Source: an optimization exercise on an open RTL-to-GDS flow (aim: small area, a short achievable clock period and few clock cycles per item). Production flows keep margins and buffers that such runs may drop.
RTL that was checked went through simulation tests only; none was proved equivalent to the original.
No functional check of the RTL was part of run 2.

==> flow/design.v, too long to show whole: its modules and the start of the top module <==
// module gdiff_div: 62 lines
// module gdiff_mul: 969 lines
// module gdiff_ram: 26 lines
// module grid_liquid_diffusion_step_unit: 407 lines
module grid_liquid_diffusion_step_unit #(
	parameter int MAX_WIDTH   = gdiff_pkg::MAX_WIDTH_DEF,
	parameter int AMOUNT_BITS = gdiff_pkg::AMOUNT_BITS_DEF,
	localparam int DATA_W     = ((AMOUNT_BITS + 7) / 8) * 8
) (
	input  logic                              clk,
	input  logic                              arst_n,
	input  logic                              s_axis_tvalid,
	output logic                              s_axis_tready,
	input  logic [DATA_W-1:0]                 s_axis_tdata,    
	output logic                              m_axis_tvalid,
	input  logic                              m_axis_tready,
	output logic [DATA_W-1:0]                 m_axis_tdata,    
	output logic                              m_axis_tlast,
	input  logic                              cfg_valid,
	output logic                              cfg_ready,
	input  logic [gdiff_pkg::CFG_INDEX_W-1:0] cfg_index,
	input  logic [gdiff_pkg::CFG_DATA_W-1:0]  cfg_data
);
  // ...
==> flow/run.sh <==
#!/bin/bash
# synth_recipe.tcl (not shown) runs the flow's synth.tcl, then flattens the netlist and writes it again
# the make line also repeats each setting of config.mk as NAME=value (left out here)
make -C /OpenROAD-flow-scripts/flow DESIGN_CONFIG=/design/flow/config.mk WORK_HOME=/design/flow/orfs CLKGATE_MAP_FILE= SYNTH_SCRIPT=/design/flow/synth_recipe.tcl finish
==> flow/config.mk <==
export PLATFORM = sky130hd
export DESIGN_NAME = grid_liquid_diffusion_step_unit
export DESIGN_NICKNAME = grid_liquid_diffusion_step_unit
export VERILOG_FILES = /design/flow/design.v
export SDC_FILE = /design/flow/constraint.sdc
export NUM_CORES = 4
export LEC_CHECK = 0
export CAP_MARGIN = 20
export CORE_MARGIN = 2
export CORE_UTILIZATION = 40
export CTS_BUF_LIST = sky130_fd_sc_hd__clkbuf_8
export CTS_CLUSTER_SIZE = 30
export SETUP_SLACK_MARGIN = 4.0
export SLEW_MARGIN = 20
==> flow/constraint.sdc <==
create_clock -name core_clock -period 7.0 [get_ports {clk}]
set_input_delay 1.4000 -clock core_clock [delete_from_list [all_inputs] [get_ports {clk}]]
set_output_delay 1.4000 -clock core_clock [all_outputs]
set_load 0.01 [all_outputs]
==> results.txt, run 1 <==
Hold Fails Final Rpt 0; status timing/DRC/antenna clean; total grt overflow 0; Met1 Wirelength 51,900 um; max reg flops ~580; most frequent cells after synthesis 1,296 x dfxtp_1, 443 x inv_1, 382 x nand2_1; final setup margin 3.19 ns; num rows around 130; vias between 30,000 and 40,000; H-tree levels 4; Filler cells ~12,000; clock buffer count a little under 300; CP Depth 11; starting density of the core about two fifths; Critical Path Sink Type flip-flop; Mapped Nets 4,931; post-route minimum period 3.81 ns; hold path startpoint u_zring.ring_q[11][5]; TAP cells 1,755; Post-CTS Resized between 400 and 500; Req. time, crit path 7.77 ns; worst-margin pin slew 1.05 ns; commonest non-fill, non-tap cell in the layout dfxtp_1; yosys warns 6; Synth Register Bits 1,498; reg2reg start u_recip.num_q[4]; Worst Path Max Fanout 5
Testbench counts, summed over its fixed seeds: cycles 6,872, items 6,464.
==> module gdiff_div, before the edit <==
module gdiff_div (
	input  logic        clk,
	input  logic        arst_n,
	input  logic        start,      
	input  logic [15:0] den,        
	output logic        hold,       
	output logic [15:0] m_lo,
	output logic [4:0]  shift       
);
	logic [4:0]  cnt_q;
	logic [15:0] rem_q;
	logic [15:0] num_q;
	logic [4:0]  l_q;
	logic [15:0] dm1;
	logic [15:0] smear;
	logic [4:0]  l_enc;
	logic [16:0] sh;
	logic [16:0] dif;
	logic        fits;
	assign dm1 = den - 16'd1;
	always_comb begin
		smear[15] = dm1[15];
		for (int i = 14; i >= 0; i--) begin
			smear[i] = smear[i+1] | dm1[i];
		end
		l_enc = '0;
		for (int i = 0; i < 16; i++) begin
			if (dm1[i]) begin
				l_enc = 5'(i + 1);
			end
		end
	end
	assign sh   = {rem_q, num_q[15]};
	assign dif  = sh - {1'b0, den};
	assign fits = !dif[16];
	always_ff @(posedge clk or negedge arst_n) begin
		if (!arst_n) begin
			cnt_q <= '0;
			num_q <= 16'd1;
			l_q   <= 5'd3;
		end else if (start) begin
			cnt_q <= 5'd17;
		end else if (cnt_q == 5'd17) begin
			cnt_q <= 5'd16;
			num_q <= den;
			l_q   <= l_enc;
		end else if (cnt_q != '0) begin
			cnt_q <= cnt_q - 5'd1;
			num_q <= {num_q[14:0], fits};
		end
	end
	always_ff @(posedge clk) begin
		if (cnt_q == 5'd17) begin
			rem_q <= ~dm1 & smear;
		end else begin
			rem_q <= fits ? dif[15:0] : sh[15:0];
		end
	end
	assign hold  = (cnt_q > 5'd2);
	assign m_lo  = num_q;
	assign shift = l_q;
endmodule
==> module gdiff_ram, before the edit <==
module gdiff_ram #(
	parameter int WIDTH = 16,
	parameter int DEPTH = 32,
	parameter int LAG   = 0
) (
	input  logic             clk,
	input  logic             we,
	input  logic [WIDTH-1:0] wdata,
	output logic [WIDTH-1:0] tap0,
	output logic [WIDTH-1:0] tap1,
	output logic [WIDTH-1:0] tap2
);
	logic [WIDTH-1:0] ring_q [DEPTH];
	always_ff @(posedge clk) begin
		for (int p = 0; p < DEPTH; p++) begin
			if (p == DEPTH - 1 - LAG) begin
				ring_q[p] <= we ? wdata : ring_q[(p + 1) % DEPTH];
			end else begin
				ring_q[p] <= ring_q[(p + 1) % DEPTH];
			end
		end
	end
	assign tap0 = ring_q[0];
	assign tap1 = ring_q[1];
	assign tap2 = ring_q[2];
endmodule
==> run 2: changes to the inputs <==
==> flow/design.v (replaced) <==
package gdiff_pkg;
	localparam int MAX_WIDTH_DEF   = 32;
	localparam int AMOUNT_BITS_DEF = 16;
	localparam int CFG_INDEX_W = 2;
	localparam int CFG_DATA_W  = 16;
	localparam int GRID_W_BITS = 6;
	localparam int GRID_H_BITS = 16;
	localparam int RATE_BITS   = 16;
	localparam int OUT_SLOTS = 5;
	localparam int ZW = 18;
endpackage
module gdiff_div (
	input  logic        clk,
	input  logic        arst_n,
	input  logic        start,      
	input  logic [15:0] den,        
	output logic        hold,       
	output logic [15:0] m_lo,
	output logic [4:0]  shift       
);
	logic [4:0]  cnt_q;
	logic [15:0] rem_q;
	logic [15:0] num_q;
	logic [4:0]  l_q;
	logic [15:0] dm1;
	logic [15:0] smear;
	logic [4:0]  l_enc;
	logic [16:0] sh;
	logic [16:0] dif;
	logic        fits;
	assign dm1 = den - 16'd1;
	always_comb begin
		smear[15] = dm1[15];
		for (int i = 14; i >= 0; i--) begin
			smear[i] = smear[i+1] | dm1[i];
		end
		l_enc = '0;
		for (int i = 0; i < 16; i++) begin
			if (dm1[i]) begin
				l_enc = 5'(i + 1);
			end
		end
	end
	assign sh = {rem_q, num_q[15]};
	gdiff_add #(
		.W (17)
	) u_sub (
		.a    (sh),
		.b    (~{1'b0, den}),
		.cin  (1'b1),
		.sum  (dif),
		.cout (fits)
	);
	always_ff @(posedge clk or negedge arst_n) begin
		if (!arst_n) begin
			cnt_q <= '0;
			num_q <= 16'd1;
			l_q   <= 5'd3;
		end else if (start) begin
			cnt_q <= 5'd17;
		end else if (cnt_q == 5'd17) begin
			cnt_q <= 5'd16;
			num_q <= den;
			l_q   <= l_enc;
		end else if (cnt_q != '0) begin
			cnt_q <= cnt_q - 5'd1;
			num_q <= {num_q[14:0], fits};
		end
	end
	always_ff @(posedge clk) begin
		if (cnt_q == 5'd17) begin
			rem_q <= ~dm1 & smear;
		end else begin
			rem_q <= fits ? dif[15:0] : sh[15:0];
		end
	end
	assign hold  = (cnt_q > 5'd2);
	assign m_lo  = num_q;
	assign shift = l_q;
endmodule
module gdiff_mul (
	input  logic [15:0] a,
	input  logic [15:0] m,
	output logic [34:0] s,
	output logic [34:0] c
);
	logic [8:0] one, two, neg;
	logic t1, t2, t3, t4, t5, t6, t7, t8, t9, t10, t11, t12, t13, t14, t15, t16;
	logic t17, t18, t19, t20, t21, t22, t23, t24, t25, t26, t27, t28, t29, t30, t31, t32;
	logic t33, t34, t35, t36, t37, t38, t39, t40, t41, t42, t43, t44, t45, t46, t47, t48;
	logic t49, t50, t51, t52, t53, t54, t55, t56, t57, t58, t59, t60, t61, t62, t63, t64;
	logic t65, t66, t67, t68, t69, t70, t71, t72, t73, t74, t75, t76, t77, t78, t79, t80;
	logic t81, t82, t83, t84, t85, t86, t87, t88, t89, t90, t91, t92, t93, t94, t95, t96;
	logic t97, t98, t99, t100, t101, t102, t103, t104, t105, t106, t107, t108, t109, t110, t111, t112;
	logic t113, t114, t115, t116, t117, t118, t119, t120, t121, t122, t123, t124, t125, t126, t127, t128;
	logic t129, t130, t131, t132, t133, t134, t135, t136, t137, t138, t139, t140, t141, t142, t143, t144;
	logic t145, t146, t147, t148, t149, t150, t151, t152, t153, t154, t155, t156, t157, t158, t159, t160;
	logic t161, t162, t163, t164, t165, t166, t167, t168, t169, t170, t171, t172, t173, t174, t175, t176;
	logic t177, t178, t179, t180, t181, t182, t183, t184, t185, t186, t187, t188, t189, t190, t191, t192;
	logic t193, t194, t195, t196, t197, t198, t199, t200, t201, t202, t203, t204, t205, t206, t207, t208;
	logic t209, t210, t211, t212, t213, t214, t215, t216, t217, t218, t219, t220, t221, t222, t223, t224;
	logic t225, t226, t227, t228, t229, t230, t231, t232, t233, t234, t235, t236, t237, t238, t239, t240;
	logic t241, t242, t243, t244, t245, t246, t247, t248, t249, t250, t251, t252, t253, t254, t255, t256;
	logic t257, t258, t259, t260, t261, t262, t263, t264, t265, t266, t267, t268, t269, t270, t271, t272;
	logic t273, t274, t275, t276, t277, t278, t279, t280, t281, t282, t283, t284, t285, t286, t287, t288;
	logic t289, t290, t291, t292, t293, t294, t295, t296, t297, t298, t299, t300, t301, t302, t303, t304;
	logic t305, t306, t307, t308, t309, t310, t311, t312, t313, t314, t315, t316, t317, t318, t319, t320;
	logic t321, t322, t323, t324, t325, t326, t327, t328, t329, t330, t331, t332, t333, t334, t335, t336;
	logic t337, t338, t339, t340, t341, t342, t343, t344, t345, t346, t347, t348, t349, t350, t351, t352;
	logic t353, t354, t355, t356, t357, t358, t359, t360, t361, t362, t363, t364, t365, t366, t367, t368;
	logic t369, t370, t371, t372, t373, t374, t375, t376, t377, t378, t379, t380, t381, t382, t383, t384;
	logic t385, t386, t387, t388, t389, t390, t391, t392, t393, t394, t395, t396, t397, t398, t399, t400;
	logic t401, t402, t403, t404, t405, t406, t407, t408, t409, t410, t411, t412, t413, t414, t415, t416;
	logic t417, t418, t419, t420, t421, t422, t423, t424, t425, t426, t427, t428, t429;
	assign one[0] = m[0] ^ 1'b0;
	assign two[0] = (m[1] & ~m[0] & ~1'b0) | (~m[1] & m[0] & 1'b0);
	assign neg[0] = m[1] & ~(m[0] & 1'b0);
	assign t1 = ((one[0] & a[0]) | (two[0] & 1'b0)) ^ neg[0];
	assign t2 = ((one[0] & a[1]) | (two[0] & a[0])) ^ neg[0];
	assign t3 = ((one[0] & a[2]) | (two[0] & a[1])) ^ neg[0];
	assign t4 = ((one[0] & a[3]) | (two[0] & a[2])) ^ neg[0];
	assign t5 = ((one[0] & a[4]) | (two[0] & a[3])) ^ neg[0];
	assign t6 = ((one[0] & a[5]) | (two[0] & a[4])) ^ neg[0];
	assign t7 = ((one[0] & a[6]) | (two[0] & a[5])) ^ neg[0];
	assign t8 = ((one[0] & a[7]) | (two[0] & a[6])) ^ neg[0];
	assign t9 = ((one[0] & a[8]) | (two[0] & a[7])) ^ neg[0];
	assign t10 = ((one[0] & a[9]) | (two[0] & a[8])) ^ neg[0];
	assign t11 = ((one[0] & a[10]) | (two[0] & a[9])) ^ neg[0];
	assign t12 = ((one[0] & a[11]) | (two[0] & a[10])) ^ neg[0];
	assign t13 = ((one[0] & a[12]) | (two[0] & a[11])) ^ neg[0];
	assign t14 = ((one[0] & a[13]) | (two[0] & a[12])) ^ neg[0];
	assign t15 = ((one[0] & a[14]) | (two[0] & a[13])) ^ neg[0];
	assign t16 = ((one[0] & a[15]) | (two[0] & a[14])) ^ neg[0];
	assign t17 = ((one[0] & 1'b0) | (two[0] & a[15])) ^ neg[0];
	assign t18 = ~neg[0];
	assign one[1] = m[2] ^ m[1];
	assign two[1] = (m[3] & ~m[2] & ~m[1]) | (~m[3] & m[2] & m[1]);
	assign neg[1] = m[3] & ~(m[2] & m[1]);
	assign t19 = ((one[1] & a[0]) | (two[1] & 1'b0)) ^ neg[1];
	assign t20 = ((one[1] & a[1]) | (two[1] & a[0])) ^ neg[1];
	assign t21 = ((one[1] & a[2]) | (two[1] & a[1])) ^ neg[1];
	assign t22 = ((one[1] & a[3]) | (two[1] & a[2])) ^ neg[1];
	assign t23 = ((one[1] & a[4]) | (two[1] & a[3])) ^ neg[1];
	assign t24 = ((one[1] & a[5]) | (two[1] & a[4])) ^ neg[1];
	assign t25 = ((one[1] & a[6]) | (two[1] & a[5])) ^ neg[1];
	assign t26 = ((one[1] & a[7]) | (two[1] & a[6])) ^ neg[1];
	assign t27 = ((one[1] & a[8]) | (two[1] & a[7])) ^ neg[1];
	assign t28 = ((one[1] & a[9]) | (two[1] & a[8])) ^ neg[1];
	assign t29 = ((one[1] & a[10]) | (two[1] & a[9])) ^ neg[1];
	assign t30 = ((one[1] & a[11]) | (two[1] & a[10])) ^ neg[1];
	assign t31 = ((one[1] & a[12]) | (two[1] & a[11])) ^ neg[1];
	assign t32 = ((one[1] & a[13]) | (two[1] & a[12])) ^ neg[1];
	assign t33 = ((one[1] & a[14]) | (two[1] & a[13])) ^ neg[1];
	assign t34 = ((one[1] & a[15]) | (two[1] & a[14])) ^ neg[1];
	assign t35 = ((one[1] & 1'b0) | (two[1] & a[15])) ^ neg[1];
	assign t36 = ~neg[1];
	assign one[2] = m[4] ^ m[3];
	assign two[2] = (m[5] & ~m[4] & ~m[3]) | (~m[5] & m[4] & m[3]);
	assign neg[2] = m[5] & ~(m[4] & m[3]);
	assign t37 = ((one[2] & a[0]) | (two[2] & 1'b0)) ^ neg[2];
	assign t38 = ((one[2] & a[1]) | (two[2] & a[0])) ^ neg[2];
	assign t39 = ((one[2] & a[2]) | (two[2] & a[1])) ^ neg[2];
	assign t40 = ((one[2] & a[3]) | (two[2] & a[2])) ^ neg[2];
	assign t41 = ((one[2] & a[4]) | (two[2] & a[3])) ^ neg[2];
	assign t42 = ((one[2] & a[5]) | (two[2] & a[4])) ^ neg[2];
	assign t43 = ((one[2] & a[6]) | (two[2] & a[5])) ^ neg[2];
	assign t44 = ((one[2] & a[7]) | (two[2] & a[6])) ^ neg[2];
	assign t45 = ((one[2] & a[8]) | (two[2] & a[7])) ^ neg[2];
	assign t46 = ((one[2] & a[9]) | (two[2] & a[8])) ^ neg[2];
	assign t47 = ((one[2] & a[10]) | (two[2] & a[9])) ^ neg[2];
	assign t48 = ((one[2] & a[11]) | (two[2] & a[10])) ^ neg[2];
	assign t49 = ((one[2] & a[12]) | (two[2] & a[11])) ^ neg[2];
	assign t50 = ((one[2] & a[13]) | (two[2] & a[12])) ^ neg[2];
	assign t51 = ((one[2] & a[14]) | (two[2] & a[13])) ^ neg[2];
	assign t52 = ((one[2] & a[15]) | (two[2] & a[14])) ^ neg[2];
	assign t53 = ((one[2] & 1'b0) | (two[2] & a[15])) ^ neg[2];
	assign t54 = ~neg[2];
	assign one[3] = m[6] ^ m[5];
	assign two[3] = (m[7] & ~m[6] & ~m[5]) | (~m[7] & m[6] & m[5]);
	assign neg[3] = m[7] & ~(m[6] & m[5]);
	assign t55 = ((one[3] & a[0]) | (two[3] & 1'b0)) ^ neg[3];
	assign t56 = ((one[3] & a[1]) | (two[3] & a[0])) ^ neg[3];
	assign t57 = ((one[3] & a[2]) | (two[3] & a[1])) ^ neg[3];
	assign t58 = ((one[3] & a[3]) | (two[3] & a[2])) ^ neg[3];
	assign t59 = ((one[3] & a[4]) | (two[3] & a[3])) ^ neg[3];
	assign t60 = ((one[3] & a[5]) | (two[3] & a[4])) ^ neg[3];
	assign t61 = ((one[3] & a[6]) | (two[3] & a[5])) ^ neg[3];
	assign t62 = ((one[3] & a[7]) | (two[3] & a[6])) ^ neg[3];
	assign t63 = ((one[3] & a[8]) | (two[3] & a[7])) ^ neg[3];
	assign t64 = ((one[3] & a[9]) | (two[3] & a[8])) ^ neg[3];
	assign t65 = ((one[3] & a[10]) | (two[3] & a[9])) ^ neg[3];
	assign t66 = ((one[3] & a[11]) | (two[3] & a[10])) ^ neg[3];
	assign t67 = ((one[3] & a[12]) | (two[3] & a[11])) ^ neg[3];
	assign t68 = ((one[3] & a[13]) | (two[3] & a[12])) ^ neg[3];
	assign t69 = ((one[3] & a[14]) | (two[3] & a[13])) ^ neg[3];
	assign t70 = ((one[3] & a[15]) | (two[3] & a[14])) ^ neg[3];
	assign t71 = ((one[3] & 1'b0) | (two[3] & a[15])) ^ neg[3];
	assign t72 = ~neg[3];
	assign one[4] = m[8] ^ m[7];
	assign two[4] = (m[9] & ~m[8] & ~m[7]) | (~m[9] & m[8] & m[7]);
	assign neg[4] = m[9] & ~(m[8] & m[7]);
	assign t73 = ((one[4] & a[0]) | (two[4] & 1'b0)) ^ neg[4];
	assign t74 = ((one[4] & a[1]) | (two[4] & a[0])) ^ neg[4];
	assign t75 = ((one[4] & a[2]) | (two[4] & a[1])) ^ neg[4];
	assign t76 = ((one[4] & a[3]) | (two[4] & a[2])) ^ neg[4];
	assign t77 = ((one[4] & a[4]) | (two[4] & a[3])) ^ neg[4];
	assign t78 = ((one[4] & a[5]) | (two[4] & a[4])) ^ neg[4];
	assign t79 = ((one[4] & a[6]) | (two[4] & a[5])) ^ neg[4];
	assign t80 = ((one[4] & a[7]) | (two[4] & a[6])) ^ neg[4];
	assign t81 = ((one[4] & a[8]) | (two[4] & a[7])) ^ neg[4];
	assign t82 = ((one[4] & a[9]) | (two[4] & a[8])) ^ neg[4];
	assign t83 = ((one[4] & a[10]) | (two[4] & a[9])) ^ neg[4];
	assign t84 = ((one[4] & a[11]) | (two[4] & a[10])) ^ neg[4];
	assign t85 = ((one[4] & a[12]) | (two[4] & a[11])) ^ neg[4];
	assign t86 = ((one[4] & a[13]) | (two[4] & a[12])) ^ neg[4];
	assign t87 = ((one[4] & a[14]) | (two[4] & a[13])) ^ neg[4];
	assign t88 = ((one[4] & a[15]) | (two[4] & a[14])) ^ neg[4];
	assign t89 = ((one[4] & 1'b0) | (two[4] & a[15])) ^ neg[4];
	assign t90 = ~neg[4];
	assign one[5] = m[10] ^ m[9];
	assign two[5] = (m[11] & ~m[10] & ~m[9]) | (~m[11] & m[10] & m[9]);
	assign neg[5] = m[11] & ~(m[10] & m[9]);
	assign t91 = ((one[5] & a[0]) | (two[5] & 1'b0)) ^ neg[5];
	assign t92 = ((one[5] & a[1]) | (two[5] & a[0])) ^ neg[5];
	assign t93 = ((one[5] & a[2]) | (two[5] & a[1])) ^ neg[5];
	assign t94 = ((one[5] & a[3]) | (two[5] & a[2])) ^ neg[5];
	assign t95 = ((one[5] & a[4]) | (two[5] & a[3])) ^ neg[5];
	assign t96 = ((one[5] & a[5]) | (two[5] & a[4])) ^ neg[5];
	assign t97 = ((one[5] & a[6]) | (two[5] & a[5])) ^ neg[5];
	assign t98 = ((one[5] & a[7]) | (two[5] & a[6])) ^ neg[5];
	assign t99 = ((one[5] & a[8]) | (two[5] & a[7])) ^ neg[5];
	assign t100 = ((one[5] & a[9]) | (two[5] & a[8])) ^ neg[5];
	assign t101 = ((one[5] & a[10]) | (two[5] & a[9])) ^ neg[5];
	assign t102 = ((one[5] & a[11]) | (two[5] & a[10])) ^ neg[5];
	assign t103 = ((one[5] & a[12]) | (two[5] & a[11])) ^ neg[5];
	assign t104 = ((one[5] & a[13]) | (two[5] & a[12])) ^ neg[5];
	assign t105 = ((one[5] & a[14]) | (two[5] & a[13])) ^ neg[5];
	assign t106 = ((one[5] & a[15]) | (two[5] & a[14])) ^ neg[5];
	assign t107 = ((one[5] & 1'b0) | (two[5] & a[15])) ^ neg[5];
	assign t108 = ~neg[5];
	assign one[6] = m[12] ^ m[11];
	assign two[6] = (m[13] & ~m[12] & ~m[11]) | (~m[13] & m[12] & m[11]);
	assign neg[6] = m[13] & ~(m[12] & m[11]);
	assign t109 = ((one[6] & a[0]) | (two[6] & 1'b0)) ^ neg[6];
	assign t110 = ((one[6] & a[1]) | (two[6] & a[0])) ^ neg[6];
	assign t111 = ((one[6] & a[2]) | (two[6] & a[1])) ^ neg[6];
	assign t112 = ((one[6] & a[3]) | (two[6] & a[2])) ^ neg[6];
	assign t113 = ((one[6] & a[4]) | (two[6] & a[3])) ^ neg[6];
	assign t114 = ((one[6] & a[5]) | (two[6] & a[4])) ^ neg[6];
	assign t115 = ((one[6] & a[6]) | (two[6] & a[5])) ^ neg[6];
	assign t116 = ((one[6] & a[7]) | (two[6] & a[6])) ^ neg[6];
	assign t117 = ((one[6] & a[8]) | (two[6] & a[7])) ^ neg[6];
	assign t118 = ((one[6] & a[9]) | (two[6] & a[8])) ^ neg[6];
	assign t119 = ((one[6] & a[10]) | (two[6] & a[9])) ^ neg[6];
	assign t120 = ((one[6] & a[11]) | (two[6] & a[10])) ^ neg[6];
	assign t121 = ((one[6] & a[12]) | (two[6] & a[11])) ^ neg[6];
	assign t122 = ((one[6] & a[13]) | (two[6] & a[12])) ^ neg[6];
	assign t123 = ((one[6] & a[14]) | (two[6] & a[13])) ^ neg[6];
	assign t124 = ((one[6] & a[15]) | (two[6] & a[14])) ^ neg[6];
	assign t125 = ((one[6] & 1'b0) | (two[6] & a[15])) ^ neg[6];
	assign t126 = ~neg[6];
	assign one[7] = m[14] ^ m[13];
	assign two[7] = (m[15] & ~m[14] & ~m[13]) | (~m[15] & m[14] & m[13]);
	assign neg[7] = m[15] & ~(m[14] & m[13]);
	assign t127 = ((one[7] & a[0]) | (two[7] & 1'b0)) ^ neg[7];
	assign t128 = ((one[7] & a[1]) | (two[7] & a[0])) ^ neg[7];
	assign t129 = ((one[7] & a[2]) | (two[7] & a[1])) ^ neg[7];
	assign t130 = ((one[7] & a[3]) | (two[7] & a[2])) ^ neg[7];
	assign t131 = ((one[7] & a[4]) | (two[7] & a[3])) ^ neg[7];
	assign t132 = ((one[7] & a[5]) | (two[7] & a[4])) ^ neg[7];
	assign t133 = ((one[7] & a[6]) | (two[7] & a[5])) ^ neg[7];
	assign t134 = ((one[7] & a[7]) | (two[7] & a[6])) ^ neg[7];
	assign t135 = ((one[7] & a[8]) | (two[7] & a[7])) ^ neg[7];
	assign t136 = ((one[7] & a[9]) | (two[7] & a[8])) ^ neg[7];
	assign t137 = ((one[7] & a[10]) | (two[7] & a[9])) ^ neg[7];
	assign t138 = ((one[7] & a[11]) | (two[7] & a[10])) ^ neg[7];
	assign t139 = ((one[7] & a[12]) | (two[7] & a[11])) ^ neg[7];
	assign t140 = ((one[7] & a[13]) | (two[7] & a[12])) ^ neg[7];
	assign t141 = ((one[7] & a[14]) | (two[7] & a[13])) ^ neg[7];
	assign t142 = ((one[7] & a[15]) | (two[7] & a[14])) ^ neg[7];
	assign t143 = ((one[7] & 1'b0) | (two[7] & a[15])) ^ neg[7];
	assign t144 = ~neg[7];
	assign one[8] = 1'b1 ^ m[15];
	assign two[8] = (1'b0 & ~1'b1 & ~m[15]) | (~1'b0 & 1'b1 & m[15]);
	assign neg[8] = 1'b0 & ~(1'b1 & m[15]);
	assign t145 = ((one[8] & a[0]) | (two[8] & 1'b0)) ^ neg[8];
	assign t146 = ((one[8] & a[1]) | (two[8] & a[0])) ^ neg[8];
	assign t147 = ((one[8] & a[2]) | (two[8] & a[1])) ^ neg[8];
	assign t148 = ((one[8] & a[3]) | (two[8] & a[2])) ^ neg[8];
	assign t149 = ((one[8] & a[4]) | (two[8] & a[3])) ^ neg[8];
	assign t150 = ((one[8] & a[5]) | (two[8] & a[4])) ^ neg[8];
	assign t151 = ((one[8] & a[6]) | (two[8] & a[5])) ^ neg[8];
	assign t152 = ((one[8] & a[7]) | (two[8] & a[6])) ^ neg[8];
	assign t153 = ((one[8] & a[8]) | (two[8] & a[7])) ^ neg[8];
	assign t154 = ((one[8] & a[9]) | (two[8] & a[8])) ^ neg[8];
	assign t155 = ((one[8] & a[10]) | (two[8] & a[9])) ^ neg[8];
	assign t156 = ((one[8] & a[11]) | (two[8] & a[10])) ^ neg[8];
	assign t157 = ((one[8] & a[12]) | (two[8] & a[11])) ^ neg[8];
	assign t158 = ((one[8] & a[13]) | (two[8] & a[12])) ^ neg[8];
	assign t159 = ((one[8] & a[14]) | (two[8] & a[13])) ^ neg[8];
	assign t160 = ((one[8] & a[15]) | (two[8] & a[14])) ^ neg[8];
	assign t161 = ((one[8] & 1'b0) | (two[8] & a[15])) ^ neg[8];
	assign t162 = ~t18;
	assign t163 = ~t35;
	assign t164 = t11 ^ t27;
	assign t165 = t11 & t27;
	assign t166 = t12 ^ t28;
	assign t167 = t12 & t28;
	assign t168 = t13 ^ t29 ^ t45;
	assign t169 = (t13 & t29) | (t13 & t45) | (t29 & t45);
	assign t170 = t61 ^ t77;
	assign t171 = t61 & t77;
	assign t172 = t14 ^ t30 ^ t46;
	assign t173 = (t14 & t30) | (t14 & t46) | (t30 & t46);
	assign t174 = t62 ^ t78;
	assign t175 = t62 & t78;
	assign t176 = t15 ^ t31 ^ t47;
	assign t177 = (t15 & t31) | (t15 & t47) | (t31 & t47);
	assign t178 = t63 ^ t79 ^ t95;
	assign t179 = (t63 & t79) | (t63 & t95) | (t79 & t95);
	assign t180 = t111 ^ t127;
	assign t181 = t111 & t127;
	assign t182 = t16 ^ t32 ^ t48;
	assign t183 = (t16 & t32) | (t16 & t48) | (t32 & t48);
	assign t184 = t64 ^ t80 ^ t96;
	assign t185 = (t64 & t80) | (t64 & t96) | (t80 & t96);
	assign t186 = t112 ^ t128;
	assign t187 = t112 & t128;
	assign t188 = t17 ^ t33 ^ t49;
	assign t189 = (t17 & t33) | (t17 & t49) | (t33 & t49);
	assign t190 = t65 ^ t81 ^ t97;
	assign t191 = (t65 & t81) | (t65 & t97) | (t81 & t97);
	assign t192 = t113 ^ t129 ^ t145;
	assign t193 = (t113 & t129) | (t113 & t145) | (t129 & t145);
	assign t194 = t34 ^ t50 ^ t66;
	assign t195 = (t34 & t50) | (t34 & t66) | (t50 & t66);
	assign t196 = t82 ^ t98 ^ t114;
	assign t197 = (t82 & t98) | (t82 & t114) | (t98 & t114);
	assign t198 = t130 ^ t146 ^ t162;
	assign t199 = (t130 & t146) | (t130 & t162) | (t146 & t162);
	assign t200 = t51 ^ t67 ^ t83;
	assign t201 = (t51 & t67) | (t51 & t83) | (t67 & t83);
	assign t202 = t99 ^ t115 ^ t131;
	assign t203 = (t99 & t115) | (t99 & t131) | (t115 & t131);
	assign t204 = t147 ^ t18 ^ t163;
	assign t205 = (t147 & t18) | (t147 & t163) | (t18 & t163);
	assign t206 = t36 ^ t52 ^ t68;
	assign t207 = (t36 & t52) | (t36 & t68) | (t52 & t68);
	assign t208 = t84 ^ t100 ^ t116;
	assign t209 = (t84 & t100) | (t84 & t116) | (t100 & t116);
	assign t210 = t132 ^ t148 ^ t35;
	assign t211 = (t132 & t148) | (t132 & t35) | (t148 & t35);
	assign t212 = t53 ^ t69 ^ t85;
	assign t213 = (t53 & t69) | (t53 & t85) | (t69 & t85);
	assign t214 = t101 ^ t117 ^ t133;
	assign t215 = (t101 & t117) | (t101 & t133) | (t117 & t133);
	assign t216 = t149 ^ 1'b1;
	assign t217 = t149 & 1'b1;
	assign t218 = t54 ^ t70 ^ t86;
	assign t219 = (t54 & t70) | (t54 & t86) | (t70 & t86);
	assign t220 = t102 ^ t118 ^ t134;
	assign t221 = (t102 & t118) | (t102 & t134) | (t118 & t134);
	assign t222 = t71 ^ t87 ^ t103;
	assign t223 = (t71 & t87) | (t71 & t103) | (t87 & t103);
	assign t224 = t119 ^ t135;
	assign t225 = t119 & t135;
	assign t226 = t72 ^ t88 ^ t104;
	assign t227 = (t72 & t88) | (t72 & t104) | (t88 & t104);
	assign t228 = t89 ^ t105;
	assign t229 = t89 & t105;
	assign t230 = t7 ^ t23;
	assign t231 = t7 & t23;
	assign t232 = t8 ^ t24;
	assign t233 = t8 & t24;
	assign t234 = t9 ^ t25 ^ t41;
	assign t235 = (t9 & t25) | (t9 & t41) | (t25 & t41);
	assign t236 = t57 ^ t73;
	assign t237 = t57 & t73;
	assign t238 = t10 ^ t26 ^ t42;
	assign t239 = (t10 & t26) | (t10 & t42) | (t26 & t42);
	assign t240 = t58 ^ t74;
	assign t241 = t58 & t74;
	assign t242 = t164 ^ t43 ^ t59;
	assign t243 = (t164 & t43) | (t164 & t59) | (t43 & t59);
	assign t244 = t75 ^ t91 ^ neg[5];
	assign t245 = (t75 & t91) | (t75 & neg[5]) | (t91 & neg[5]);
	assign t246 = t165 ^ t166 ^ t44;
	assign t247 = (t165 & t166) | (t165 & t44) | (t166 & t44);
	assign t248 = t60 ^ t76 ^ t92;
	assign t249 = (t60 & t76) | (t60 & t92) | (t76 & t92);
	assign t250 = t167 ^ t168 ^ t170;
	assign t251 = (t167 & t168) | (t167 & t170) | (t168 & t170);
	assign t252 = t93 ^ t109 ^ neg[6];
	assign t253 = (t93 & t109) | (t93 & neg[6]) | (t109 & neg[6]);
	assign t254 = t169 ^ t171 ^ t172;
	assign t255 = (t169 & t171) | (t169 & t172) | (t171 & t172);
	assign t256 = t174 ^ t94 ^ t110;
	assign t257 = (t174 & t94) | (t174 & t110) | (t94 & t110);
	assign t258 = t173 ^ t175 ^ t176;
	assign t259 = (t173 & t175) | (t173 & t176) | (t175 & t176);
	assign t260 = t178 ^ t180 ^ neg[7];
	assign t261 = (t178 & t180) | (t178 & neg[7]) | (t180 & neg[7]);
	assign t262 = t177 ^ t179 ^ t181;
	assign t263 = (t177 & t179) | (t177 & t181) | (t179 & t181);
	assign t264 = t182 ^ t184 ^ t186;
	assign t265 = (t182 & t184) | (t182 & t186) | (t184 & t186);
	assign t266 = t183 ^ t185 ^ t187;
	assign t267 = (t183 & t185) | (t183 & t187) | (t185 & t187);
	assign t268 = t188 ^ t190 ^ t192;
	assign t269 = (t188 & t190) | (t188 & t192) | (t190 & t192);
	assign t270 = t189 ^ t191 ^ t193;
	assign t271 = (t189 & t191) | (t189 & t193) | (t191 & t193);
	assign t272 = t194 ^ t196 ^ t198;
	assign t273 = (t194 & t196) | (t194 & t198) | (t196 & t198);
	assign t274 = t195 ^ t197 ^ t199;
	assign t275 = (t195 & t197) | (t195 & t199) | (t197 & t199);
	assign t276 = t200 ^ t202 ^ t204;
	assign t277 = (t200 & t202) | (t200 & t204) | (t202 & t204);
	assign t278 = t201 ^ t203 ^ t205;
	assign t279 = (t201 & t203) | (t201 & t205) | (t203 & t205);
	assign t280 = t206 ^ t208 ^ t210;
	assign t281 = (t206 & t208) | (t206 & t210) | (t208 & t210);
	assign t282 = t207 ^ t209 ^ t211;
	assign t283 = (t207 & t209) | (t207 & t211) | (t209 & t211);
	assign t284 = t212 ^ t214 ^ t216;
	assign t285 = (t212 & t214) | (t212 & t216) | (t214 & t216);
	assign t286 = t213 ^ t215 ^ t217;
	assign t287 = (t213 & t215) | (t213 & t217) | (t215 & t217);
	assign t288 = t218 ^ t220 ^ t150;
	assign t289 = (t218 & t220) | (t218 & t150) | (t220 & t150);
	assign t290 = t219 ^ t221 ^ t222;
	assign t291 = (t219 & t221) | (t219 & t222) | (t221 & t222);
	assign t292 = t224 ^ t151 ^ 1'b1;
	assign t293 = (t224 & t151) | (t224 & 1'b1) | (t151 & 1'b1);
	assign t294 = t223 ^ t225 ^ t226;
	assign t295 = (t223 & t225) | (t223 & t226) | (t225 & t226);
	assign t296 = t120 ^ t136 ^ t152;
	assign t297 = (t120 & t136) | (t120 & t152) | (t136 & t152);
	assign t298 = t227 ^ t228 ^ t121;
	assign t299 = (t227 & t228) | (t227 & t121) | (t228 & t121);
	assign t300 = t137 ^ t153 ^ 1'b1;
	assign t301 = (t137 & t153) | (t137 & 1'b1) | (t153 & 1'b1);
	assign t302 = t229 ^ t90 ^ t106;
	assign t303 = (t229 & t90) | (t229 & t106) | (t90 & t106);
	assign t304 = t122 ^ t138 ^ t154;
	assign t305 = (t122 & t138) | (t122 & t154) | (t138 & t154);
	assign t306 = t107 ^ t123 ^ t139;
	assign t307 = (t107 & t123) | (t107 & t139) | (t123 & t139);
	assign t308 = t155 ^ 1'b1;
	assign t309 = t155 & 1'b1;
	assign t310 = t108 ^ t124 ^ t140;
	assign t311 = (t108 & t124) | (t108 & t140) | (t124 & t140);
	assign t312 = t125 ^ t141;
	assign t313 = t125 & t141;
	assign t314 = t5 ^ t21;
	assign t315 = t5 & t21;
	assign t316 = t6 ^ t22;
	assign t317 = t6 & t22;
	assign t318 = t230 ^ t39 ^ t55;
	assign t319 = (t230 & t39) | (t230 & t55) | (t39 & t55);
	assign t320 = t231 ^ t232 ^ t40;
	assign t321 = (t231 & t232) | (t231 & t40) | (t232 & t40);
	assign t322 = t233 ^ t234 ^ t236;
	assign t323 = (t233 & t234) | (t233 & t236) | (t234 & t236);
	assign t324 = t235 ^ t237 ^ t238;
	assign t325 = (t235 & t237) | (t235 & t238) | (t237 & t238);
	assign t326 = t239 ^ t241 ^ t242;
	assign t327 = (t239 & t241) | (t239 & t242) | (t241 & t242);
	assign t328 = t243 ^ t245 ^ t246;
	assign t329 = (t243 & t245) | (t243 & t246) | (t245 & t246);
	assign t330 = t247 ^ t249 ^ t250;
	assign t331 = (t247 & t249) | (t247 & t250) | (t249 & t250);
	assign t332 = t251 ^ t253 ^ t254;
	assign t333 = (t251 & t253) | (t251 & t254) | (t253 & t254);
	assign t334 = t255 ^ t257 ^ t258;
	assign t335 = (t255 & t257) | (t255 & t258) | (t257 & t258);
	assign t336 = t259 ^ t261 ^ t262;
	assign t337 = (t259 & t261) | (t259 & t262) | (t261 & t262);
	assign t338 = t263 ^ t265 ^ t266;
	assign t339 = (t263 & t265) | (t263 & t266) | (t265 & t266);
	assign t340 = t267 ^ t269 ^ t270;
	assign t341 = (t267 & t269) | (t267 & t270) | (t269 & t270);
	assign t342 = t271 ^ t273 ^ t274;
	assign t343 = (t271 & t273) | (t271 & t274) | (t273 & t274);
	assign t344 = t275 ^ t277 ^ t278;
	assign t345 = (t275 & t277) | (t275 & t278) | (t277 & t278);
	assign t346 = t279 ^ t281 ^ t282;
	assign t347 = (t279 & t281) | (t279 & t282) | (t281 & t282);
	assign t348 = t283 ^ t285 ^ t286;
	assign t349 = (t283 & t285) | (t283 & t286) | (t285 & t286);
	assign t350 = t287 ^ t289 ^ t290;
	assign t351 = (t287 & t289) | (t287 & t290) | (t289 & t290);
	assign t352 = t291 ^ t293 ^ t294;
	assign t353 = (t291 & t293) | (t291 & t294) | (t293 & t294);
	assign t354 = t295 ^ t297 ^ t298;
	assign t355 = (t295 & t297) | (t295 & t298) | (t297 & t298);
	assign t356 = t299 ^ t301 ^ t302;
	assign t357 = (t299 & t301) | (t299 & t302) | (t301 & t302);
	assign t358 = t303 ^ t305 ^ t306;
	assign t359 = (t303 & t305) | (t303 & t306) | (t305 & t306);
	assign t360 = t307 ^ t309 ^ t310;
	assign t361 = (t307 & t309) | (t307 & t310) | (t309 & t310);
	assign t362 = t311 ^ t312 ^ t157;
	assign t363 = (t311 & t312) | (t311 & t157) | (t312 & t157);
	assign t364 = t313 ^ t126 ^ t142;
	assign t365 = (t313 & t126) | (t313 & t142) | (t126 & t142);
	assign t366 = t143 ^ t159;
	assign t367 = t143 & t159;
	assign t368 = t3 ^ t19;
	assign t369 = t3 & t19;
	assign t370 = t4 ^ t20;
	assign t371 = t4 & t20;
	assign t372 = t314 ^ t37 ^ neg[2];
	assign t373 = (t314 & t37) | (t314 & neg[2]) | (t37 & neg[2]);
	assign t374 = t315 ^ t316 ^ t38;
	assign t375 = (t315 & t316) | (t315 & t38) | (t316 & t38);
	assign t376 = t317 ^ t318 ^ neg[3];
	assign t377 = (t317 & t318) | (t317 & neg[3]) | (t318 & neg[3]);
	assign t378 = t319 ^ t320 ^ t56;
	assign t379 = (t319 & t320) | (t319 & t56) | (t320 & t56);
	assign t380 = t321 ^ t322 ^ neg[4];
	assign t381 = (t321 & t322) | (t321 & neg[4]) | (t322 & neg[4]);
	assign t382 = t323 ^ t324 ^ t240;
	assign t383 = (t323 & t324) | (t323 & t240) | (t324 & t240);
	assign t384 = t325 ^ t326 ^ t244;
	assign t385 = (t325 & t326) | (t325 & t244) | (t326 & t244);
	assign t386 = t327 ^ t328 ^ t248;
	assign t387 = (t327 & t328) | (t327 & t248) | (t328 & t248);
	assign t388 = t329 ^ t330 ^ t252;
	assign t389 = (t329 & t330) | (t329 & t252) | (t330 & t252);
	assign t390 = t331 ^ t332 ^ t256;
	assign t391 = (t331 & t332) | (t331 & t256) | (t332 & t256);
	assign t392 = t333 ^ t334 ^ t260;
	assign t393 = (t333 & t334) | (t333 & t260) | (t334 & t260);
	assign t394 = t335 ^ t336 ^ t264;
	assign t395 = (t335 & t336) | (t335 & t264) | (t336 & t264);
	assign t396 = t337 ^ t338 ^ t268;
	assign t397 = (t337 & t338) | (t337 & t268) | (t338 & t268);
	assign t398 = t339 ^ t340 ^ t272;
	assign t399 = (t339 & t340) | (t339 & t272) | (t340 & t272);
	assign t400 = t341 ^ t342 ^ t276;
	assign t401 = (t341 & t342) | (t341 & t276) | (t342 & t276);
	assign t402 = t343 ^ t344 ^ t280;
	assign t403 = (t343 & t344) | (t343 & t280) | (t344 & t280);
	assign t404 = t345 ^ t346 ^ t284;
	assign t405 = (t345 & t346) | (t345 & t284) | (t346 & t284);
	assign t406 = t347 ^ t348 ^ t288;
	assign t407 = (t347 & t348) | (t347 & t288) | (t348 & t288);
	assign t408 = t349 ^ t350 ^ t292;
	assign t409 = (t349 & t350) | (t349 & t292) | (t350 & t292);
	assign t410 = t351 ^ t352 ^ t296;
	assign t411 = (t351 & t352) | (t351 & t296) | (t352 & t296);
	assign t412 = t353 ^ t354 ^ t300;
	assign t413 = (t353 & t354) | (t353 & t300) | (t354 & t300);
	assign t414 = t355 ^ t356 ^ t304;
	assign t415 = (t355 & t356) | (t355 & t304) | (t356 & t304);
	assign t416 = t357 ^ t358 ^ t308;
	assign t417 = (t357 & t358) | (t357 & t308) | (t358 & t308);
	assign t418 = t359 ^ t360 ^ t156;
	assign t419 = (t359 & t360) | (t359 & t156) | (t360 & t156);
	assign t420 = t361 ^ t362 ^ 1'b1;
	assign t421 = (t361 & t362) | (t361 & 1'b1) | (t362 & 1'b1);
	assign t422 = t363 ^ t364 ^ t158;
	assign t423 = (t363 & t364) | (t363 & t158) | (t364 & t158);
	assign t424 = t365 ^ t366 ^ 1'b1;
	assign t425 = (t365 & t366) | (t365 & 1'b1) | (t366 & 1'b1);
	assign t426 = t367 ^ t144 ^ t160;
	assign t427 = (t367 & t144) | (t367 & t160) | (t144 & t160);
	assign t428 = t161 ^ 1'b1;
	assign t429 = t161 & 1'b1;
	assign s[0] = t1;
	assign c[0] = neg[0];
	assign s[1] = t2;
	assign c[1] = '0;
	assign s[2] = t368;
	assign c[2] = neg[1];
	assign s[3] = t369;
	assign c[3] = t370;
	assign s[4] = t371;
	assign c[4] = t372;
	assign s[5] = t373;
	assign c[5] = t374;
	assign s[6] = t375;
	assign c[6] = t376;
	assign s[7] = t377;
	assign c[7] = t378;
	assign s[8] = t379;
	assign c[8] = t380;
	assign s[9] = t381;
	assign c[9] = t382;
	assign s[10] = t383;
	assign c[10] = t384;
	assign s[11] = t385;
	assign c[11] = t386;
	assign s[12] = t387;
	assign c[12] = t388;
	assign s[13] = t389;
	assign c[13] = t390;
	assign s[14] = t391;
	assign c[14] = t392;
	assign s[15] = t393;
	assign c[15] = t394;
	assign s[16] = t395;
	assign c[16] = t396;
	assign s[17] = t397;
	assign c[17] = t398;
	assign s[18] = t399;
	assign c[18] = t400;
	assign s[19] = t401;
	assign c[19] = t402;
	assign s[20] = t403;
	assign c[20] = t404;
	assign s[21] = t405;
	assign c[21] = t406;
	assign s[22] = t407;
	assign c[22] = t408;
	assign s[23] = t409;
	assign c[23] = t410;
	assign s[24] = t411;
	assign c[24] = t412;
	assign s[25] = t413;
	assign c[25] = t414;
	assign s[26] = t415;
	assign c[26] = t416;
	assign s[27] = t417;
	assign c[27] = t418;
	assign s[28] = t419;
	assign c[28] = t420;
	assign s[29] = t421;
	assign c[29] = t422;
	assign s[30] = t423;
	assign c[30] = t424;
	assign s[31] = t425;
	assign c[31] = t426;
	assign s[32] = t427;
	assign c[32] = t428;
	assign s[33] = t429;
	assign c[33] = 1'b1;
	assign s[34] = 1'b1;
	assign c[34] = '0;
endmodule
module gdiff_ram #(
	parameter int WIDTH = 16,
	parameter int DEPTH = 32,
	parameter int LAG   = 0
) (
	input  logic             clk,
	input  logic             we,
	input  logic [WIDTH-1:0] wdata,
	output logic [WIDTH-1:0] tap0,
	output logic [WIDTH-1:0] tap1,
	output logic [WIDTH-1:0] tap2,
	output logic [WIDTH-1:0] tap3
);
	logic [WIDTH-1:0] ring_q [DEPTH];
	always_ff @(posedge clk) begin
		for (int p = 0; p < DEPTH; p++) begin
			if (p == DEPTH - 1 - LAG) begin
				ring_q[p] <= we ? wdata : ring_q[(p + 1) % DEPTH];
			end else begin
				ring_q[p] <= ring_q[(p + 1) % DEPTH];
			end
		end
	end
	assign tap0 = ring_q[0];
	assign tap1 = ring_q[1];
	assign tap2 = ring_q[2];
	assign tap3 = ring_q[3];
endmodule
module gdiff_add #(
	parameter int W = 16
) (
	input  logic [W-1:0] a,
	input  logic [W-1:0] b,
	input  logic         cin,
	output logic [W-1:0] sum,
	output logic         cout
);
	localparam int N = W + 1;        
	localparam int L = $clog2(N);
	logic [N-1:0] g [L+1];
	logic [N-1:0] p [L+1];
	assign g[0] = {a & b, cin};
	assign p[0] = {a ^ b, 1'b0};
	for (genvar l = 0; l < L; l++) begin : g_lvl
		for (genvar i = 0; i < N; i++) begin : g_bit
			if (((i >> l) & 1) == 1) begin : g_op
				localparam int J = ((i >> l) << l) - 1;
				assign g[l+1][i] = g[l][i] | (p[l][i] & g[l][J]);
				assign p[l+1][i] = p[l][i] & p[l][J];
			end else begin : g_pass
				assign g[l+1][i] = g[l][i];
				assign p[l+1][i] = p[l][i];
			end
		end
	end
	assign sum  = p[0][N-1:1] ^ g[L][N-2:0];
	assign cout = g[L][N-1];
endmodule
module grid_liquid_diffusion_step_unit #(
	parameter int MAX_WIDTH   = gdiff_pkg::MAX_WIDTH_DEF,
	parameter int AMOUNT_BITS = gdiff_pkg::AMOUNT_BITS_DEF,
	localparam int DATA_W     = ((AMOUNT_BITS + 7) / 8) * 8
) (
	input  logic                              clk,
	input  logic                              arst_n,
	input  logic                              s_axis_tvalid,
	output logic                              s_axis_tready,
	input  logic [DATA_W-1:0]                 s_axis_tdata,    
	output logic                              m_axis_tvalid,
	input  logic                              m_axis_tready,
	output logic [DATA_W-1:0]                 m_axis_tdata,    
	output logic                              m_axis_tlast,
	input  logic                              cfg_valid,
	output logic                              cfg_ready,
	input  logic [gdiff_pkg::CFG_INDEX_W-1:0] cfg_index,
	input  logic [gdiff_pkg::CFG_DATA_W-1:0]  cfg_data
);
	localparam int AB = AMOUNT_BITS;
	localparam int CW = $clog2(MAX_WIDTH);
	localparam int HB = gdiff_pkg::GRID_H_BITS;
	localparam int D  = gdiff_pkg::OUT_SLOTS;
	localparam int NB = D - 1;
	localparam int PB = (NB > 1) ? $clog2(NB) : 1;
	localparam int RW = $clog2(D + 2);
	localparam int ZW = gdiff_pkg::ZW;
	localparam int SW = ZW + 2;
	logic [CW-1:0] wl_q, wl_n;
	logic [HB-1:0] hl_q, hl_n;
	logic [AB-1:0] den_q, den_n;
	logic [CW-1:0] col_q, col_n;
	logic [HB-1:0] row_q, row_n;
	logic          top_q, top_n;
	logic          sec_q, sec_n;
	logic          bot_q, bot_n;
	logic [CW-1:0] pa_q, pa_n;
	logic          fpend_q, fpend_n;
	logic [CW-1:0] fcol_q, fcol_n;
	logic          cfg_wait_q, cfg_wait_n;
	logic [RW-1:0] resv_q, resv_n;
	logic          tready_q, tready_n;
	logic          cready_q, cready_n;
	logic          fiss;
	logic          start_free;
	logic          acc;
	logic          cfg_take;
	logic          rate_take;
	logic          produce;
	logic          pop;
	logic [CW-1:0] tok_col;
	logic          rc_hold;
	logic [15:0]   m_lo;
	logic [4:0]    l_sh;
	assign fiss       = fpend_q && (pa_q == fcol_q) && (resv_q < RW'(D));
	assign start_free = top_q && (col_q == '0) && !fpend_q;
	assign acc        = s_axis_tvalid && tready_q;
	assign cfg_take   = cfg_valid && cready_q;
	assign rate_take  = cfg_take && (cfg_index == 2'd2);
	assign produce    = fiss || (acc && !top_q);
	assign tok_col    = start_free ? '0 : pa_q;
	assign s_axis_tready = tready_q;
	assign cfg_ready     = cready_q;
	logic          fpend_nf;
	logic [CW-1:0] fcol_nf;
	assign fpend_nf = fpend_q && !(fiss && (fcol_q == wl_q));
	assign fcol_nf  = fiss ? fcol_q + CW'(1) : fcol_q;
	logic [CW-1:0] col_a;
	logic [HB-1:0] row_a;
	logic          top_a, sec_a, bot_a, fend_a;
	logic [CW-1:0] pa_a;
	always_comb begin
		col_a  = col_q + CW'(1);
		row_a  = row_q;
		top_a  = top_q;
		sec_a  = sec_q;
		bot_a  = bot_q;
		fend_a = 1'b0;
		if (col_q == wl_q) begin
			col_a = '0;
			if (bot_q) begin
				row_a  = '0;
				top_a  = 1'b1;
				sec_a  = 1'b0;
				bot_a  = (hl_q == '0);
				fend_a = 1'b1;
			end else begin
				row_a = row_q + HB'(1);
				top_a = 1'b0;
				sec_a = top_q;
				bot_a = ((row_q + HB'(1)) == hl_q);
			end
		end
		pa_a = start_free ? CW'(1) : pa_q + CW'(1);
	end
	always_comb begin
		wl_n       = wl_q;
		hl_n       = hl_q;
		den_n      = den_q;
		col_n      = col_q;
		row_n      = row_q;
		top_n      = top_q;
		sec_n      = sec_q;
		bot_n      = bot_q;
		fpend_n    = fpend_nf;
		fcol_n     = fcol_nf;
		cfg_wait_n = cfg_valid && !cready_q;
		resv_n     = resv_q + RW'(produce) - RW'(pop);
		pa_n       = pa_q + CW'(1);
		if (acc) begin
			col_n = col_a;
			row_n = row_a;
			top_n = top_a;
			sec_n = sec_a;
			bot_n = bot_a;
			pa_n  = pa_a;
			if (fend_a) begin
				fpend_n = 1'b1;
				fcol_n  = '0;
			end
		end
		if (cfg_take && (cfg_index != 2'd3)) begin
			col_n = '0;
			row_n = '0;
			top_n = 1'b1;
			sec_n = 1'b0;
			bot_n = (hl_q == '0);
			case (cfg_index)
				2'd0: begin
					if (cfg_data[5:0] == 6'd0) begin
						wl_n = '0;
					end else if (cfg_data[5:0] > 6'(MAX_WIDTH)) begin
						wl_n = CW'(MAX_WIDTH - 1);
					end else begin
						wl_n = CW'(cfg_data[5:0] - 6'd1);
					end
				end
				2'd1: begin
					hl_n  = (cfg_data == '0) ? '0 : cfg_data - HB'(1);
					bot_n = (cfg_data[HB-1:1] == '0);
				end
				default: begin
					den_n = (cfg_data == '0) ? AB'(1) : cfg_data;
				end
			endcase
		end
	end
	function automatic logic can_take(input logic top, input logic [CW-1:0] col,
			input logic [CW-1:0] pa, input logic fpend, input logic [CW-1:0] fcol,
			input logic slot);
		can_take = (top && (col == '0) && !fpend)
			|| ((pa == col) && (top ? (!fpend || (col < fcol) || ((pa == fcol) && slot))
				: slot));
	endfunction
	logic [RW-1:0] r_base;
	logic          slot_n0, slot_a0;
	logic          t_n0, t_n1, t_a0, t_a1;
	logic          slot_n, slot_a;
	logic          t_sel;
	always_comb begin
		r_base  = resv_q + RW'(fiss);
		slot_n0 = (r_base < RW'(D));
		slot_a0 = top_q ? slot_n0 : (r_base < RW'(D - 1));
		t_n0    = can_take(top_q, col_q, pa_q + CW'(1), fpend_nf, fcol_nf, 1'b0);
		t_n1    = can_take(top_q, col_q, pa_q + CW'(1), fpend_nf, fcol_nf, 1'b1);
		t_a0    = can_take(top_a, col_a, pa_a, fend_a || fpend_nf, fend_a ? '0 : fcol_nf,
			1'b0);
		t_a1    = can_take(top_a, col_a, pa_a, fend_a || fpend_nf, fend_a ? '0 : fcol_nf,
			1'b1);
		slot_n  = pop || slot_n0;
		slot_a  = top_q ? slot_n : (pop ? slot_n0 : slot_a0);
		if (cfg_take) begin
			t_sel = (cfg_index == 2'd3) ? (slot_n ? t_n1 : t_n0) : 1'b1;
		end else if (acc) begin
			t_sel = slot_a ? t_a1 : t_a0;
		end else begin
			t_sel = slot_n ? t_n1 : t_n0;
		end
		tready_n = t_sel && !cfg_wait_n && !rate_take && !rc_hold;
		cready_n = !tready_n && !(acc ? (fend_a || fpend_nf) : fpend_nf);
	end
	always_ff @(posedge clk or negedge arst_n) begin
		if (!arst_n) begin
			wl_q       <= CW'(MAX_WIDTH - 1);
			hl_q       <= HB'(31);
			den_q      <= AB'(8);
			col_q      <= '0;
			row_q      <= '0;
			top_q      <= 1'b1;
			sec_q      <= 1'b0;
			bot_q      <= 1'b0;
			pa_q       <= '0;
			fpend_q    <= 1'b0;
			fcol_q     <= '0;
			cfg_wait_q <= 1'b0;
			resv_q     <= '0;
			tready_q   <= 1'b0;
			cready_q   <= 1'b0;
		end else begin
			wl_q       <= wl_n;
			hl_q       <= hl_n;
			den_q      <= den_n;
			col_q      <= col_n;
			row_q      <= row_n;
			top_q      <= top_n;
			sec_q      <= sec_n;
			bot_q      <= bot_n;
			pa_q       <= pa_n;
			fpend_q    <= fpend_n;
			fcol_q     <= fcol_n;
			cfg_wait_q <= cfg_wait_n;
			resv_q     <= resv_n;
			tready_q   <= tready_n;
			cready_q   <= cready_n;
		end
	end
	gdiff_div u_recip (
		.clk    (clk),
		.arst_n (arst_n),
		.start  (rate_take),
		.den    (den_q),
		.hold   (rc_hold),
		.m_lo   (m_lo),
		.shift  (l_sh)
	);
	logic          v0_q, f0_q;
	logic [AB-1:0] a0_q;
	logic          lm0_q, rm0_q, top0_q;
	logic [2:0]    k0_q;
	logic          lm_t, rm_t, uptop_t;
	assign lm_t    = (tok_col == '0);
	assign rm_t    = (tok_col == wl_q);
	assign uptop_t = fiss ? (hl_q == '0) : sec_q;
	always_ff @(posedge clk or negedge arst_n) begin
		if (!arst_n) begin
			v0_q <= 1'b0;
			f0_q <= 1'b0;
		end else begin
			v0_q <= acc;
			f0_q <= fiss;
		end
	end
	always_ff @(posedge clk) begin
		a0_q   <= s_axis_tdata[AB-1:0];
		lm0_q  <= lm_t;
		rm0_q  <= rm_t;
		top0_q <= top_q;
		k0_q   <= 3'(!fiss) + 3'(!uptop_t) + 3'(!lm_t) + 3'(!rm_t);
	end
	logic [34:0]   ms, mc;
	logic          v1_q, f1_q;
	logic [34:0]   ms1_q, mc1_q;
	logic [AB:0]   au1_q;
	logic [ZW:0]   zr1_q;
	logic [ZW-1:0] ks1_q;
	logic          lm1_q, rm1_q, top1_q;
	logic [AB-1:0] s_tap0_unused, s_tap1_unused, s_tap2, s_tap3;
	logic [ZW-1:0] z_tap0_unused, z_tap1_unused, z_tap2, z_tap3_unused;
	logic [AB:0]   au;
	logic [AB-1:0] up_m0, right_m0;
	logic [ZW:0]   zr;
	logic [ZW-1:0] s3x;
	logic [ZW-1:0] ks;
	gdiff_mul u_mul (
		.a (a0_q),
		.m (m_lo),
		.s (ms),
		.c (mc)
	);
	assign up_m0    = top0_q ? '0 : s_tap2;
	assign right_m0 = rm0_q ? '0 : s_tap3;
	gdiff_add #(
		.W (AB + 1)
	) u_add_au (
		.a    ({1'b0, a0_q}),
		.b    ({1'b0, up_m0}),
		.cin  (1'b0),
		.sum  (au),
		.cout ()
	);
	gdiff_add #(
		.W (ZW + 1)
	) u_add_zr (
		.a    ({1'b0, z_tap2}),
		.b    ({3'b000, right_m0}),
		.cin  (1'b0),
		.sum  (zr),
		.cout ()
	);
	gdiff_add #(
		.W (ZW)
	) u_add_s3 (
		.a    ({2'b00, s_tap2}),
		.b    ({1'b0, s_tap2, 1'b0}),
		.cin  (1'b0),
		.sum  (s3x),
		.cout ()
	);
	always_comb begin
		case (k0_q)
			3'd0:    ks = '0;
			3'd1:    ks = ZW'(s_tap2);
			3'd2:    ks = ZW'({s_tap2, 1'b0});
			3'd3:    ks = s3x;
			default: ks = ZW'({s_tap2, 2'b00});
		endcase
	end
	always_ff @(posedge clk or negedge arst_n) begin
		if (!arst_n) begin
			v1_q <= 1'b0;
			f1_q <= 1'b0;
		end else begin
			v1_q <= v0_q;
			f1_q <= f0_q;
		end
	end
	always_ff @(posedge clk) begin
		ms1_q  <= ms;
		mc1_q  <= mc;
		au1_q  <= au;
		zr1_q  <= zr;
		ks1_q  <= ks;
		lm1_q  <= lm0_q;
		rm1_q  <= rm0_q;
		top1_q <= top0_q;
	end
	logic [34:0]   prod;
	logic [16:0]   t16;
	logic [AB-1:0] share;
	logic          v_r, f_r;
	logic [AB-1:0] s_r;
	logic [ZW-1:0] base_r;
	logic signed [SW-1:0] pre_r;
	logic          rm_r, top_r;
	logic [AB-1:0] prev_s_q;
	logic [AB-1:0] left_m;
	logic [ZW-1:0] base;
	logic [SW-1:0] pre;
	gdiff_add #(
		.W (35)
	) u_add_prod (
		.a    (ms1_q),
		.b    (mc1_q),
		.cin  (1'b0),
		.sum  (prod),
		.cout ()
	);
	assign t16    = prod[32:16];
	assign share  = AB'(t16 >> l_sh);
	assign left_m = lm1_q ? '0 : (v_r ? s_r : prev_s_q);
	gdiff_add #(
		.W (ZW)
	) u_add_base (
		.a    ({1'b0, au1_q}),
		.b    ({2'b00, left_m}),
		.cin  (1'b0),
		.sum  (base),
		.cout ()
	);
	gdiff_add #(
		.W (SW)
	) u_add_pre (
		.a    ({1'b0, zr1_q}),
		.b    (~{2'b00, ks1_q}),
		.cin  (1'b1),
		.sum  (pre),
		.cout ()
	);
	always_ff @(posedge clk or negedge arst_n) begin
		if (!arst_n) begin
			v_r <= 1'b0;
			f_r <= 1'b0;
		end else begin
			v_r <= v1_q;
			f_r <= f1_q;
		end
	end
	always_ff @(posedge clk) begin
		s_r    <= share;
		base_r <= base;
		pre_r  <= $signed(pre);
		rm_r   <= rm1_q;
		top_r  <= top1_q;
		if (v_r) begin
			prev_s_q <= s_r;
		end
	end
	logic [SW-1:0] sum;
	logic [AB-1:0] down_m;
	logic [AB-1:0] res;
	logic          res_v;
	logic          res_l;
	gdiff_ram #(
		.WIDTH (ZW),
		.DEPTH (MAX_WIDTH),
		.LAG   (0)
	) u_zring (
		.clk   (clk),
		.we    (v_r),
		.wdata (base_r),
		.tap0  (z_tap0_unused),
		.tap1  (z_tap1_unused),
		.tap2  (z_tap2),
		.tap3  (z_tap3_unused)
	);
	gdiff_ram #(
		.WIDTH (AB),
		.DEPTH (MAX_WIDTH),
		.LAG   (0)
	) u_sring (
		.clk   (clk),
		.we    (v_r),
		.wdata (s_r),
		.tap0  (s_tap0_unused),
		.tap1  (s_tap1_unused),
		.tap2  (s_tap2),
		.tap3  (s_tap3)
	);
	assign down_m = f_r ? '0 : s_r;
	gdiff_add #(
		.W (SW)
	) u_add_sum (
		.a    (pre_r),
		.b    ({4'b0000, down_m}),
		.cin  (1'b0),
		.sum  (sum),
		.cout ()
	);
	always_comb begin
		if (sum[SW-1]) begin
			res = '0;
		end else if (|sum[SW-2:AB]) begin
			res = '1;
		end else begin
			res = sum[AB-1:0];
		end
	end
	assign res_v = f_r || (v_r && !top_r);
	assign res_l = f_r && rm_r;
	logic          m_valid_q;
	logic [AB-1:0] m_data_q;
	logic          m_last_q;
	logic [AB:0]   buf_q [NB];
	logic [PB-1:0] rd_q, wr_q;
	logic [RW-1:0] cnt_q;
	logic          load_out;
	logic          to_buf;
	logic          from_buf;
	assign pop      = m_valid_q && m_axis_tready;
	assign load_out = !m_valid_q || pop;
	assign from_buf = load_out && (cnt_q != '0);
	assign to_buf   = res_v && !(load_out && (cnt_q == '0));
	always_ff @(posedge clk or negedge arst_n) begin
		if (!arst_n) begin
			m_valid_q <= 1'b0;
			rd_q      <= '0;
			wr_q      <= '0;
			cnt_q     <= '0;
		end else begin
			if (load_out) begin
				m_valid_q <= (cnt_q != '0) || res_v;
			end
			if (from_buf) begin
				rd_q <= (rd_q == PB'(NB - 1)) ? '0 : rd_q + PB'(1);
			end
			if (to_buf) begin
				wr_q <= (wr_q == PB'(NB - 1)) ? '0 : wr_q + PB'(1);
			end
			cnt_q <= cnt_q + RW'(to_buf) - RW'(from_buf);
		end
	end
	always_ff @(posedge clk) begin
		if (load_out) begin
			if (cnt_q != '0) begin
				{m_last_q, m_data_q} <= buf_q[rd_q];
			end else begin
				{m_last_q, m_data_q} <= {res_l, res};
			end
		end
		if (to_buf) begin
			buf_q[wr_q] <= {res_l, res};
		end
	end
	assign m_axis_tvalid = m_valid_q;
	assign m_axis_tdata  = DATA_W'(m_data_q);
	assign m_axis_tlast  = m_last_q;
endmodule
==> flow/config.mk (replaced) <==
export PLATFORM = sky130hd
export DESIGN_NAME = grid_liquid_diffusion_step_unit
export DESIGN_NICKNAME = grid_liquid_diffusion_step_unit
export VERILOG_FILES = /design/flow/design.v
export SDC_FILE = /design/flow/constraint.sdc
export NUM_CORES = 4
export LEC_CHECK = 0
export CAP_MARGIN = 20
export CORE_MARGIN = 2
export CORE_UTILIZATION = 40
export SETUP_SLACK_MARGIN = 4.0
export SLEW_MARGIN = 20
==> run 2 against run 1 <==
Via count decreased by 5.4%. Sequential share of layout area increased by 1.7 points. Area after synthesis decreased by 2.8%. Critical path depth increased by 8. Clock skew increased by 0.0055 ns. Core utilization increased by 0.38 points. Register-to-register slack got worse by 0.23 ns. Critical endpoint is now m_data_q[11].
==> results.txt, run 2 <==
post-route minimum period 4.04 ns (was 3.81 ns); max frequency 248 MHz (was 263 MHz); Req. time, crit path 7.54 ns (was 7.77 ns); worst-margin pin slew 0.964 ns (was 1.05 ns); num rows 131 (was 133); H-tree levels 4 (unchanged); clk latency of the worst-skew pair 0.78 ns (was 0.91 ns); Final TNS setup 0 ns (unchanged); pin count of the biggest net entering global routing 68 (was 61); Hold Fails Final Rpt 0 (unchanged); Residual DRC 0 (unchanged); total grt overflow 0 (unchanged); commonest non-fill, non-tap cell in the layout dfxtp_1 (unchanged); MaxCap Viol Count 0 (unchanged); yosys warns 21 (was 6); clock-pin slew on the worst setup and hold paths 0.06 ns (was 0.07 ns); Most flops, register u_zring.ring_q (unchanged); Bufs on Longest Clock Path 3 (unchanged); initial antenna violation count 4 (was 8); Fin Clk Skew 0.0563 ns (was 0.0508 ns); Worst Path Max Fanout 5 (unchanged); Crit path arrival time 4.57 ns (was 4.58 ns); post-route ant nets 0 (unchanged); Synth Register Bits 1,522 (was 1,498); I/O Buffers 58 (unchanged); Chip Height 362 um (was 367 um); mapped cell area 51,300 um^2 (was 52,800 um^2); status timing/DRC/antenna clean (unchanged); Filler cells 11,000 (was 11,500); crit path kind reg -> reg (unchanged); vias 30,300 (was 32,000); CTS buffer count 138 (was 218); number of global-route vias before repair 30,200 (was 32,900); Core Area 128,000 um^2 (was 131,000 um^2); total die area 131,000 um^2 (was 135,000 um^2); period utilization 57.6% (was 54.4%); WL final 104,000 um (was 112,000 um); CTS tree done (unchanged); RD Place Congestion 0.845 (was 0.849); most frequent cells after synthesis 1,320 x dfxtp_1, 294 x inv_1, 258 x nand2_1 (was 1,296 x dfxtp_1, 443 x inv_1, 382 x nand2_1); P&R area growth vs syn 23.3% (was 22.5%); max reg flops 576 (unchanged); starting density of the core 40.3% (was 40.2%); n_diodes 0 (was 1); Critical Path Sink Type flip-flop (unchanged); Mapped Nets 4,628 (was 4,931); layout cell share with drive strength beyond 1 23.5% (was 24.5%); Primary FF master, synth dfxtp_1 (unchanged)
[run 2: final cells by class]
cell class	count	area, um^2	area share (%)
flip-flops and latches	1522	32000	50.6
multi-input cells	2251	19900	31.5
inverters	299	1170	1.85
repair buffers	360	3440	5.43
clock inverters	55	764	1.21
clock buffers	197	3910	6.17
well taps	1662	2080	3.28
[run 2: path summary, 6_finish.rpt]
kind	startpoint	endpoint	slack [ns]	depth (start not counted)
min in group asynchronous	arst_n	den_q[8]	0.66	1
max	f_r	m_data_q[11]	2.96	19
max reg2reg	f_r	m_data_q[11]	2.96	19
max in group asynchronous	arst_n	row_q[0]	5.14	2
min reg2reg	u_zring.ring_q[1][10]	u_zring.ring_q[0][10]	0.31	0
min	u_zring.ring_q[1][10]	u_zring.ring_q[0][10]	0.31	0
[run 2: per-layer routing]
layer	vias to the layer above	track usage, %	part of all wire (%)
met5	-	0	0
met4	0	5.49	2.4
met3	187	2.85	4.2
met2	621	24.8	45
met1	14600	22.0	48
li1	14900	-	-
[run 2: cell families after synthesis]
logic type | count (synthesis) | share of synthesized area, %
buf+inv | 481 | 3.56
xor+xnor | 300 | 5.12
mux | 103 | 2.54
flops | 1522 | 62.2
fa+ha+maj | 341 | 10.2
simple gates | 844 | 7.96
compound gates | 662 | 8.43
[run 2: critical path, stage by stage (launching register included)]
cell       delay (ns)
dfrtp_2          0.44
nand2b_4         0.16
inv_2            0.07
ha_4             0.18
a21o_1           0.15
a21o_1           0.17
a2111o_1         0.44
a2111oi_4        0.33
or2_1            0.18
o21ai_2          0.08
a21oi_2          0.15
nor2b_1          0.06
nor2_1           0.13
fa_2             0.28
buf_12           0.12
xnor2_4          0.08
nor2_4           0.12
o21ai_1          0.08
mux2_4           0.28
mux2_4           0.26
[run 2: stage by stage]
stage                     worst slack, ns  instance area [um^2]  hold WS (ns)  utilization [%]
after floorplan                      3.16                 52200         0.310                -
after global placement               2.49                 54100         0.310             42.4
after detailed placement             2.38                 54100         0.312             42.4
after CTS                            2.95                 61900         0.300             48.5
after global routing                 2.81                 63300         0.311             49.7
final                                2.96                 63300         0.307             49.7
[run 2: timing repair]
item | in CTS | in global routing
gates resized for setup | 358 | 219
pin swaps | 161 | 108
hold buffers | 0 | 0
setup endpoints to repair | 253 | 214
setup buffers | 206 | 60
gates cloned | 6 | 0

[re-timing with driven ports]
The results above use ideal ports. As a check the final layouts listed here were re-extracted and re-timed, cells and wires unchanged. Step 1: set_driving_cell puts a clkbuf_16 on clk and a buf_2 on each other input, an assumption about the parent block. Step 2 also shifts input and output timing later by t, the mid clock arrival at the registers, as if the neighbouring blocks saw the same clock. Slacks: ideal ports / drivers / drivers and shift; pairs: ideal ports / drivers.
run | shift t [ns] | setup slack, ns | worst setup path after step 2 | latest minus earliest clock arrival (ns) | cell pins on the clock port's net
run 1 | 0.955 | 3.191 / 3.191 / 3.191 | input to register | 0.050 / 0.051 | 1
run 2 | 0.833 | 2.965 / 2.965 / 2.965 | register to register | 0.066 / 0.065 | 1
After both steps setup and hold are still met in every run listed.
